From an optimization exercise on the open Yosys and OpenROAD flow, aimed at small area; shortcuts taken in it are not production practice. In this exercise RTL edits were held to simulation tests only and were not proved equivalent to the original. Power figures rest on the tool's default switching activity, not on a simulated workload. The flow treats the clock pin as an ideal source, which a real chip does not have.

==> flow/design.v <==
module tile_pixel_encoder #(
    parameter int TILE_W = 20,
    parameter int TILE_H = 20,
    parameter int DEPTH  = TILE_W * TILE_H,
    parameter int ADDR_W = 9,
    parameter int IDX_W  = 4
) (
    input  logic              Clk,
    input  logic              Reset,
    input  logic              start,
    input  logic              pix_valid,
    input  logic [23:0]       pix_color,
    output logic              pix_ready,
    input  logic [ADDR_W-1:0] read_address,
    output logic [IDX_W-1:0]  output_index,
    output logic              busy,
    output logic              done,
    output logic              err,
    output logic [ADDR_W-1:0] err_addr
);
    typedef enum logic [1:0] {ST_IDLE, ST_LOAD, ST_DONE} state_t;
    localparam int                NUM_PAL = 9;
    localparam int                NWORDS  = DEPTH / 4;
    localparam int                NGRP3   = 32;   
    localparam int                NGRP2   = 2;    
    localparam int                NGRP    = NGRP3 + NGRP2;
    localparam logic [ADDR_W-1:0] LAST    = ADDR_W'(DEPTH - 1);
    localparam logic [24*NUM_PAL-1:0] PAL = {
        24'hE33F00, 24'h756C5F, 24'hAB3A00, 24'hE6570C, 24'hFFC89C,
        24'hFFFFEF, 24'h0A0000, 24'h888173, 24'h800080
    };
    function automatic logic [12:0] enc(input logic [3:0] d0, input logic [3:0] d1,
                                        input logic [3:0] d2, input logic [3:0] d3);
        case ({d3[3], d2[3], d1[3], d0[3]})
            4'b0000: enc = {1'b0, d3[2:0], d2[2:0], d1[2:0], d0[2:0]};
            4'b0001: enc = {4'b1000, d3[2:0], d2[2:0], d1[2:0]};
            4'b0010: enc = {4'b1001, d3[2:0], d2[2:0], d0[2:0]};
            4'b0100: enc = {4'b1010, d3[2:0], d1[2:0], d0[2:0]};
            4'b1000: enc = {4'b1011, d2[2:0], d1[2:0], d0[2:0]};
            4'b0011: enc = {7'b1100011, d3[2:0], d2[2:0]};
            4'b0101: enc = {7'b1100101, d3[2:0], d1[2:0]};
            4'b1001: enc = {7'b1101001, d2[2:0], d1[2:0]};
            4'b0110: enc = {7'b1100110, d3[2:0], d0[2:0]};
            4'b1010: enc = {7'b1101010, d2[2:0], d0[2:0]};
            4'b1100: enc = {7'b1101100, d1[2:0], d0[2:0]};
            4'b0111: enc = {7'b1100111, 3'b000, d3[2:0]};
            4'b1011: enc = {7'b1101011, 3'b000, d2[2:0]};
            4'b1101: enc = {7'b1101101, 3'b000, d1[2:0]};
            4'b1110: enc = {7'b1101110, 3'b000, d0[2:0]};
            default: enc = {7'b1101111, 6'b000000};
        endcase
    endfunction
    function automatic logic [3:0] dec(input logic [12:0] w, input logic [1:0] p);
        logic [2:0] s0, s1, s2, s3;
        logic       e;    
        logic [2:0] v;    
        s0 = w[2:0]; s1 = w[5:3]; s2 = w[8:6]; s3 = w[11:9];
        e = 1'b0;
        v = s0;
        if (!w[12]) begin
            case (p)
                2'd0: v = s0;
                2'd1: v = s1;
                2'd2: v = s2;
                default: v = s3;
            endcase
        end else if (!w[11]) begin
            e = (w[10:9] == p);
            case (p)
                2'd0: v = s0;
                2'd1: v = w[10:9] == 2'd0 ? s0 : s1;
                2'd2: v = (w[10:9] == 2'd0 || w[10:9] == 2'd1) ? s1 : s2;
                default: v = s2;
            endcase
        end else begin
            e = w[6 + p];
            case (p)
                2'd0: v = s0;
                2'd1: v = !w[6] ? s1 : s0;
                2'd2: v = (!w[6] || !w[7]) ? s1 : s0;
                default: v = (!w[6] || !w[7] || !w[8]) ? s1 : s0;
            endcase
        end
        dec = e ? 4'd8 : {1'b0, v};
    endfunction
    state_t            r_state;
    logic [ADDR_W-1:0] r_addr;
    logic [IDX_W-1:0]  r_out;    
    logic [12:0]       r_mem [0:NWORDS-1];
    logic [IDX_W-1:0]  r_stage [0:3];
    logic              r_wpend;    
    logic [6:0]        w_pword;    
    logic              w_xfer;
    logic [IDX_W-1:0]  w_idx;
    assign w_xfer       = (r_state == ST_LOAD) && pix_valid;
    assign pix_ready    = (r_state == ST_LOAD);
    assign busy         = (r_state == ST_LOAD);
    assign done         = (r_state == ST_DONE);
    assign output_index = r_out;
    logic              w_miss;
    logic              r_err;
    logic [ADDR_W-1:0] r_err_addr;
    always_comb begin
        w_idx  = '0;
        w_miss = 1'b1;
        for (int i = NUM_PAL - 1; i >= 0; i--) begin
            if (pix_color == PAL[24*i +: 24]) begin
                w_idx  = IDX_W'(i);
                w_miss = 1'b0;
            end
        end
    end
    always_ff @(posedge Clk) begin
        if (Reset) begin
            r_err      <= 1'b0;
            r_err_addr <= '0;
        end else if ((r_state != ST_LOAD) && start) begin
            r_err      <= 1'b0;
            r_err_addr <= '0;
        end else if (w_xfer && w_miss && !r_err) begin
            r_err      <= 1'b1;
            r_err_addr <= r_addr;
        end
    end
    assign err      = r_err;
    assign err_addr = r_err_addr;
    always_ff @(posedge Clk) begin
        if (Reset) begin
            r_state <= ST_IDLE;
            r_addr  <= '0;
        end else begin
            case (r_state)
                ST_IDLE, ST_DONE: begin
                    if (start) begin
                        r_state <= ST_LOAD;
                        r_addr  <= '0;
                    end
                end
                ST_LOAD: begin
                    if (w_xfer) begin
                        if (r_addr == LAST) begin
                            r_state <= ST_DONE;
                            r_addr  <= '0;
                        end else begin
                            r_addr <= r_addr + ADDR_W'(1);
                        end
                    end
                end
                default: begin
                    r_state <= ST_IDLE;
                    r_addr  <= '0;
                end
            endcase
        end
    end
    always_ff @(posedge Clk) begin
        if (!Reset && w_xfer)
            r_stage[r_addr[1:0]] <= w_idx;
    end
    always_ff @(posedge Clk) begin
        r_wpend <= !Reset && w_xfer && (r_addr[1:0] == 2'd3);
    end
    assign w_pword = (r_addr[ADDR_W-1:2] == 7'd0) ? 7'(NWORDS - 1) : r_addr[ADDR_W-1:2] - 7'd1;
    always_ff @(posedge Clk) begin
        if (r_wpend)
            r_mem[w_pword] <= enc(r_stage[0], r_stage[1], r_stage[2], r_stage[3]);
    end
    logic [NWORDS-1:0] w_rsel;
    logic [13*NGRP-1:0] w_grp_n;
    logic [12:0]       w_rword;
    tpe_rd_decode u_rdec (.a(read_address[ADDR_W-1:2]), .sel(w_rsel));
    for (genvar g = 0; g < NGRP3; g++) begin : g_grp3
        tpe_aoi3 u_aoi (
            .a(r_mem[3*g]), .b(r_mem[3*g+1]), .c(r_mem[3*g+2]),
            .sa(w_rsel[3*g]), .sb(w_rsel[3*g+1]), .sc(w_rsel[3*g+2]),
            .y_n(w_grp_n[13*g +: 13])
        );
    end
    for (genvar g = 0; g < NGRP2; g++) begin : g_grp2
        tpe_aoi2 u_aoi (
            .a(r_mem[3*NGRP3+2*g]), .b(r_mem[3*NGRP3+2*g+1]),
            .sa(w_rsel[3*NGRP3+2*g]), .sb(w_rsel[3*NGRP3+2*g+1]),
            .y_n(w_grp_n[13*(NGRP3+g) +: 13])
        );
    end
    tpe_nand_tree #(.N(NGRP)) u_tree (.x_n(w_grp_n), .y(w_rword));
    logic        w_hit;
    logic [3:0]  w_sidx;
    logic [12:0] w_sword;
    assign w_hit  = ((read_address[ADDR_W-1:2] == r_addr[ADDR_W-1:2]) && (read_address[1:0] < r_addr[1:0])) ||
                    (r_wpend && (read_address[ADDR_W-1:2] == w_pword));
    assign w_sidx = r_stage[read_address[1:0]];
    always_comb begin
        if (w_sidx[3]) w_sword = {2'b10, read_address[1:0], 9'b0};
        else           w_sword = 13'({w_sidx[2:0]} << (3 * read_address[1:0]));
    end
    logic [12:0] r_rword;
    logic [1:0]  r_rpos;
    always_ff @(posedge Clk) begin
        if (Reset)      r_rword <= '0;
        else if (w_hit) r_rword <= w_sword;
        else            r_rword <= w_rword;
    end
    always_ff @(posedge Clk) begin
        r_rpos <= read_address[1:0];
    end
    assign r_out = dec(r_rword, r_rpos);
endmodule
module tpe_rd_decode (
    input  logic [6:0]  a,
    output logic [99:0] sel
);
    always_comb
        for (int i = 0; i < 100; i++)
            sel[i] = (a == 7'(i));
endmodule
module tpe_aoi3 (
    input  logic [12:0] a,
    input  logic [12:0] b,
    input  logic [12:0] c,
    input  logic        sa,
    input  logic        sb,
    input  logic        sc,
    output logic [12:0] y_n
);
    assign y_n = ~(({13{sa}} & a) | ({13{sb}} & b) | ({13{sc}} & c));
endmodule
module tpe_aoi2 (
    input  logic [12:0] a,
    input  logic [12:0] b,
    input  logic        sa,
    input  logic        sb,
    output logic [12:0] y_n
);
    assign y_n = ~(({13{sa}} & a) | ({13{sb}} & b));
endmodule
module tpe_nand_tree #(
    parameter int N = 34
) (
    input  logic [13*N-1:0] x_n,
    output logic [12:0] y
);
    always_comb begin
        y = '0;
        for (int i = 0; i < N; i++)
            y = y | ~x_n[13*i +: 13];
    end
endmodule
export LEC_CHECK = 0
export CAP_MARGIN = 20
export CORE_MARGIN = 2
export CORE_UTILIZATION = 50
export CTS_BUF_LIST = sky130_fd_sc_hd__clkbuf_16
export CTS_CLUSTER_DIAMETER = 60
export CTS_CLUSTER_SIZE = 24
export GPL_TIMING_DRIVEN = 0
export SLEW_MARGIN = 20
export SYNTH_HIERARCHICAL = 1
export SYNTH_MINIMUM_KEEP_SIZE = 0
create_clock -name core_clock -period 5.0 [get_ports {Clk}]
standard.sh (not shown) runs the stock make flow with config.mk's settings and CLKGATE_MAP_FILE= SYNTH_SCRIPT=/design/flow/synth_recipe.tcl, a recipe that flattens the netlist after the stock synthesis.
==> flow/flow/run.sh <==
#!/bin/bash
# Standard layout, with plain buffers on the ports and no dummy clock loads.
set -euo pipefail
export BUFFER_PORTS_ARGS="-buffer_cell sky130_fd_sc_hd__buf_2"
export CTS_ARGS="-sink_clustering_enable -repair_clock_nets -dont_use_dummy_load -sink_clustering_size 24 -sink_clustering_max_diameter 60 -buf_list sky130_fd_sc_hd__clkbuf_16"
bash standard.sh > standard.log 2>&1
Then changed:
--- a/flow/config.mk
+++ b/flow/config.mk
@@ -8,9 +8,8 @@
 export CAP_MARGIN = 20
 export CORE_MARGIN = 2
-export CORE_UTILIZATION = 50
+export CORE_UTILIZATION = 70
 export CTS_BUF_LIST = sky130_fd_sc_hd__clkbuf_16
 export CTS_CLUSTER_DIAMETER = 60
 export CTS_CLUSTER_SIZE = 24
-export GPL_TIMING_DRIVEN = 0
 export SLEW_MARGIN = 20
 export SYNTH_HIERARCHICAL = 1
Result: The new run completed without violations. Routed wire length grows by 7.1%. Maximum frequency is higher by 3.3%. Critical path depth decreases by 1. Non-clock buffer count came out lower by 12. Final cell count goes down by 8.9%.
Then changed:
--- a/flow/config.mk
+++ b/flow/config.mk
@@ -8,5 +8,5 @@
 export CAP_MARGIN = 20
 export CORE_MARGIN = 2
-export CORE_UTILIZATION = 70
+export CORE_UTILIZATION = 50
 export CTS_BUF_LIST = sky130_fd_sc_hd__clkbuf_16
 export CTS_CLUSTER_DIAMETER = 60
After rerunning: Total power grows by about 3.3%. Fmax came out higher by about 2.5%. Die area rose by 39%. Count of clock-buffer cells in the layout increases by 14.
Then changed:
==> flow/flow/run.sh (replaced) <==
#!/bin/bash
# Standard layout, with plain buffers on the ports and no dummy clock loads.
set -euo pipefail
export BUFFER_PORTS_ARGS="-buffer_cell sky130_fd_sc_hd__buf_2"
export CTS_ARGS="-sink_clustering_enable -repair_clock_nets -dont_use_dummy_load -sink_clustering_size 32 -sink_clustering_max_diameter 90 -buf_list sky130_fd_sc_hd__clkbuf_16"
bash standard.sh > standard.log 2>&1
--- a/flow/config.mk
+++ b/flow/config.mk
@@ -8,8 +8,8 @@
 export CAP_MARGIN = 20
 export CORE_MARGIN = 2
-export CORE_UTILIZATION = 50
+export CORE_UTILIZATION = 70
 export CTS_BUF_LIST = sky130_fd_sc_hd__clkbuf_16
-export CTS_CLUSTER_DIAMETER = 60
-export CTS_CLUSTER_SIZE = 24
+export CTS_CLUSTER_DIAMETER = 90
+export CTS_CLUSTER_SIZE = 32
 export SLEW_MARGIN = 20
 export SYNTH_HIERARCHICAL = 1
What happened: Sequential cell count stays the same; worst setup slack loses 0.091 ns; final cell count is lower by 9.4%; register-to-register slack is better by 0.18 ns; clock skew shrinks by 0.031 ns; critical path depth increases by 2; routed wire length drops by 1.3%; fmax shrinks by 2.1%; non-clock buffer count went down by 8; synthesized cell count is unchanged.

[re-timing with driven ports]
In the flow no input, the clock included, has a driving cell. The finished layouts below were timed again as built, in two steps. Step 1 (the two cells are an assumption about what drives the block):
set clk [get_ports {Clk}]
set_driving_cell -lib_cell sky130_fd_sc_hd__clkbuf_16 $clk
set_driving_cell -lib_cell sky130_fd_sc_hd__buf_2 [delete_from_list [all_inputs] $clk]
Step 2 also shifts input and output timing later by t, the mid clock arrival at the registers, as if the neighbouring blocks saw the same clock. a / b / c = no drivers / after step 1 / after step 2; a / b = the first two.
| run | t (ns) | setup WS [ns] | worst setup path at the end | clock arrival spread, ns |
|---|---|---|---|---|
| the first run | 0.720 | 0.392 / 0.320 / -0.400 | input to register | 0.080 / 0.080 |
| the second run | 0.689 | 0.540 / 0.568 / -0.121 | input to register | 0.065 / 0.065 |
| the third run | 0.720 | 0.651 / 0.651 / 0.060 | input to register | 0.102 / 0.103 |
| the fourth run | 0.711 | 0.559 / 0.577 / -0.134 | input to register | 0.067 / 0.067 |
Met with ideal ports but missed after step 2: setup timing in the first run, the second run and the fourth run. The setup slack of the first run, which loses most, moves by -0.072 ns with the drivers and by -0.792 ns with both steps.
